Context: an optimization exercise on an open-source flow, tuned for small area, a short achievable clock period and few clock cycles per item. The choices shown serve that exercise and are no tape-out recipe.
Where RTL was checked, it was by simulation tests only, not by an equivalence proof against the original.
Power figures rest on the tool's default switching activity, not on a simulated workload.

v39:
Design multitouch_slot_event_decoder_unit, start of the top module:
module multitouch_slot_event_decoder_unit (
    input  logic               i_clk,
    input  logic               i_rst_n,
    input  logic               i_event_valid,
    output logic               o_event_ready,
    input  logic [4:0]         i_event_type,
    input  logic [9:0]         i_event_code,
    input  logic signed [31:0] i_event_value,
    input  logic [31:0]        i_time_seconds,
    input  logic [19:0]        i_time_microseconds,
    output logic               o_result_valid,
    input  logic               i_result_ready,
    output logic               o_result_processed,
    output logic               o_result_slot_index,
    output logic               o_result_slot_valid,
    output logic [15:0]        o_result_slot_x,
    output logic [15:0]        o_result_slot_y,
    output logic [7:0]         o_result_slot_pressure,
    output logic [1:0]         o_result_slot_kind,
    output logic [1:0]         o_result_touch_count,
    output logic [41:0]        o_result_report_time_ms,
    input  logic               i_cfg_valid,
    output logic               o_cfg_ready,
    input  logic [3:0]         i_cfg_index,
    input  logic [11:0]        i_cfg_data
);
For scale: ~2,400 cells after synthesis, ~270 flip-flops.
clock: 9.0 ns
lec_check: 0
cap_margin: 20
core_margin: 2
core_utilization: 60
cts_buf_list: sky130_fd_sc_hd__clkbuf_8
setup_slack_margin: 5
slew_margin: 20
standard.sh (not shown) runs the stock make flow with config.mk's settings and CLKGATE_MAP_FILE= SYNTH_SCRIPT=/design/flow/synth_recipe.tcl, a recipe that flattens the netlist after the stock synthesis.
==> flow/flow/run.sh <==
#!/bin/bash
# the standard layout, with the port buffers made from the smallest plain buffer
# (the resizer still upsizes the ones on critical paths)
cp standard.sh standard_sh.log
export BUFFER_PORTS_ARGS="-buffer_cell sky130_fd_sc_hd__buf_1"
bash standard.sh > standard.log 2>&1
Setup changes, v39 to v21
--- a/flow/design.v
+++ b/flow/design.v
@@ -990,24 +990,24 @@
     logic        a_f;           
     logic [53:0] a_pl;
     logic        res_valid;
     logic        m_valid;
     logic        s_free;        
     logic        m_en;          
     logic        a_en;          
     logic        adv;           
     logic        r_full;        
     assign s_free        = !res_valid || i_result_ready;
-    assign m_en          = !m_valid || s_free;
-    assign a_en          = !a_valid || m_en;
+    assign m_en          = !(m_valid && res_valid) || i_result_ready;
+    assign a_en          = !r_full || i_result_ready;
     assign adv           = m_valid && s_free;
-    assign o_event_ready = i_result_ready || !r_full;
+    assign o_event_ready = a_en;
     always_ff @(posedge i_clk) begin
         if (!i_rst_n) begin
             r_full <= 1'b0;
         end else begin
             r_full <= (a_en ? i_event_valid : a_valid) &&
                       (m_en ? a_valid : m_valid) &&
                       (s_free ? m_valid : res_valid);
         end
     end
     always_ff @(posedge i_clk) begin
### Flow results
- Clock buffer count in the final layout is higher on v39
- Share of power burned in registers: v21 higher than v39
- [compare] base=v39 new=v21: delay contributed by the slowest stage of the critical path moved up; sequential share of layout area decreased by 0.16 points relative to the old numbers.
- v21 vs v39, setup slack went down by 0.24 ns.
- Top-level I/O count: v39 vs v21 identical
- Per the comparison of v21 with v39, fraction of the cycle the final worst path needs grew by 2.6 points, clock period minus final worst setup slack grew by 0.24 ns, leakage power of the design grew by about 3.7%, signed area change from the synthesized netlist to the final layout shrank by 0.17 points.
- v39 → v21: wire length of the first global-routing pass -1.6%; fmax -5.7%; met3 wire length -about 7%.
Function was not checked in any run of this note: the RTL went through the layout flow alone.


multitouch_slot_event_decoder_unit, a different RTL version from the one above (not shown whole).
Size in the first run: about 270 flip-flops, ~210 I/O pins, ~0.022 mm² of cells after synthesis.
clock: 9.0 ns
lec_check: 0
cap_margin: 20
core_margin: 2
core_utilization: 40
cts_buf_list: sky130_fd_sc_hd__clkbuf_8
setup_slack_margin: 5
slew_margin: 20
Scripts as last shown in full above: flow/flow/run.sh
The baseline went through all stages and came out clean.
Testbench counts at the start, summed over its fixed seeds: cycles 12,044, items 12,012.
Then changed:
--- a/flow/design.v
+++ b/flow/design.v
@@ -926,22 +926,32 @@
     assign is_abs = (i_event_type == mtsed_pkg::TYPE_ABS);
     assign d_slot = is_abs && (i_event_code == mtsed_pkg::CODE_SLOT);
     assign d_trk  = is_abs && (i_event_code == mtsed_pkg::CODE_TRACK);
     assign d_x    = is_abs && (i_event_code == mtsed_pkg::CODE_X ||
                                i_event_code == mtsed_pkg::CODE_MT_X);
     assign d_y    = is_abs && (i_event_code == mtsed_pkg::CODE_Y ||
                                i_event_code == mtsed_pkg::CODE_MT_Y);
     assign d_prs  = is_abs && (i_event_code == mtsed_pkg::CODE_PRESSURE ||
                                i_event_code == mtsed_pkg::CODE_MT_PRESSURE);
     assign d_syn  = (i_event_type == mtsed_pkg::TYPE_SYN) &&
                     (i_event_code == mtsed_pkg::CODE_SYN_REPORT);
+    logic [2:0]  op_code;
+    always_comb begin
+        op_code = 3'd0;
+        if (d_slot) op_code = 3'd1;
+        if (d_trk)  op_code = 3'd2;
+        if (d_prs)  op_code = 3'd3;
+        if (d_x)    op_code = 3'd4;
+        if (d_y)    op_code = 3'd5;
+        if (d_syn)  op_code = 3'd6;
+    end
     logic [11:0] n_sel;
     logic [13:0] n_ext;
     logic [6:0]  n_one, n_two, n_ng;
     assign n_sel = d_y ? r_h : r_w;
     assign n_ext = {2'b00, n_sel};
     always_comb begin
         for (int j = 0; j < 7; j++) begin
             logic b2, b1, b0;
             b2 = n_ext[2*j+1];
             b1 = n_ext[2*j];
             b0 = (j > 0) ? n_ext[2*j-1] : 1'b0;
@@ -968,23 +978,23 @@
     end
     assign round = i_event_value[31] && !low_zero;
     logic [9:0]  us_h;
     logic [11:0] us_z;
     assign us_h = i_time_microseconds[19:10];
     assign us_z = {1'b0, us_h, 1'b0} + {2'b00, us_h} + {5'd0, i_time_microseconds[9:3]};
     logic [53:0] pl;
     assign pl[53:50] = us_z[11:8];
     assign pl[49:0]  = d_syn ? {us_z[7:0], us_h, i_time_seconds}
                              : {n_ng, n_two, n_one, round, i_event_value[27:0]};
     logic        a_valid;
-    logic        a_slot, a_trk, a_x, a_y, a_prs, a_syn;
+    logic [2:0]  a_op;          
     logic        a_f;           
     logic [53:0] a_pl;
     logic        res_valid;
     logic        m_valid;
     logic        s_free;        
     logic        m_en;          
     logic        a_en;          
     logic        adv;           
     logic        r_full;        
     assign s_free        = !res_valid || i_result_ready;
     assign m_en          = !m_valid || s_free;
@@ -999,28 +1009,23 @@
                       (m_en ? a_valid : m_valid) &&
                       (s_free ? m_valid : res_valid);
         end
     end
     always_ff @(posedge i_clk) begin
         if (!i_rst_n) begin
             a_valid <= 1'b0;
         end else if (a_en) begin
             a_valid <= i_event_valid;
         end
         if (a_en) begin
-            a_slot   <= d_slot;
-            a_trk    <= d_trk;
-            a_x      <= d_x;
-            a_y      <= d_y;
-            a_prs    <= d_prs;
-            a_syn    <= d_syn;
+            a_op     <= op_code;
             a_f      <= d_slot ? (i_event_value[0] && (i_event_value[31:1] == 31'd0)) :
                         d_trk  ? (&i_event_value) :
                                  (!i_event_value[31] && (|i_event_value[30:8]));
             a_pl     <= pl;
         end
     end
     logic [20:0] sc_a;
     logic [20:0] sc_b;
     logic        sc_c;
     logic [10:0] quot;
     logic [42:0] m_in;
@@ -1031,43 +1036,45 @@
         .i_two (a_pl[42:36]),
         .i_ng  (a_pl[49:43]),
         .o_a   (sc_a),
         .o_b   (sc_b),
         .o_c   (sc_c)
     );
     mtsed_quot u_quot (
         .i_h (a_pl[41:32]),
         .i_z (a_pl[53:42]),
         .o_q (quot)
     );
-    assign m_in = (a_x || a_y) ? {sc_c, sc_b, sc_a} : {quot, a_pl[31:0]};
+    assign m_in = (a_op[2:1] == 2'b10) ? {sc_c, sc_b, sc_a} : {quot, a_pl[31:0]};
+    logic [2:0]  m_op;
     logic        m_slot, m_trk, m_x, m_y, m_prs, m_syn;
     logic        m_f;
     logic [42:0] m_pl;
     always_ff @(posedge i_clk) begin
         if (!i_rst_n) begin
             m_valid <= 1'b0;
         end else if (m_en) begin
             m_valid <= a_valid;
         end
         if (m_en) begin
-            m_slot   <= a_slot;
-            m_trk    <= a_trk;
-            m_x      <= a_x;
-            m_y      <= a_y;
-            m_prs    <= a_prs;
-            m_syn    <= a_syn;
+            m_op     <= a_op;
             m_f      <= a_f;
             m_pl     <= m_in;
         end
     end
+    assign m_slot = (m_op == 3'd1);
+    assign m_trk  = (m_op == 3'd2);
+    assign m_prs  = (m_op == 3'd3);
+    assign m_x    = (m_op == 3'd4);
+    assign m_y    = (m_op == 3'd5);
+    assign m_syn  = (m_op == 3'd6);
     logic [20:0] prod;      
     logic [15:0] pos;
     logic [41:0] ms;
     assign prod = m_pl[20:0] + m_pl[41:21] + 21'(m_pl[42]);
     assign pos  = prod[20:5];
     mtsed_ms u_ms (
         .i_secs (m_pl[31:0]),
         .i_q    (m_pl[42:32]),
         .o_ms   (ms)
     );
     logic        r_cur;
After rerunning: Routed wire length shrinks by 1.5%; die area shrinks by 0.85%; area after synthesis shrinks by 0.86%; final area shrinks by 0.36%; worst setup slack degrades by 79 ps; combinational power stays flat; global-route usage shrinks by 0.25 points.
Testbench counts after the change, summed over its fixed seeds: cycles 12,044, items 12,012.

-- re-timing with driven ports --
In the flow no input, the clock included, has a driving cell. The finished layouts below were timed again as built, in two steps.
Step 1, drivers: a clkbuf_16 drives i_clk and a buf_2 each remaining input, both assumed.
Step 2 times the ports against the registers' clock, not the clock port: input delays grow and output delays shrink by t, the midpoint of the rising clock arrivals with the driver on.
a / b / c = ideal / step 1 / step 2; a / b = the first two.
run	t, ns	setup slack, ns	clock arrival spread, ns
v39	0.660	5.075 / 5.052 / 4.471	0.034 / 0.034
v21	0.651	4.839 / 4.807 / 4.558	0.037 / 0.036
the first run of note 2	0.690	5.073 / 5.053 / 4.518	0.035 / 0.034
the second run of note 2	0.688	4.995 / 5.028 / 4.340	0.033 / 0.032
After both steps setup and hold are still met in every run listed. The setup slack of the second run of note 2, which loses most, moves by +0.033 ns with the drivers and by -0.655 ns with both steps.
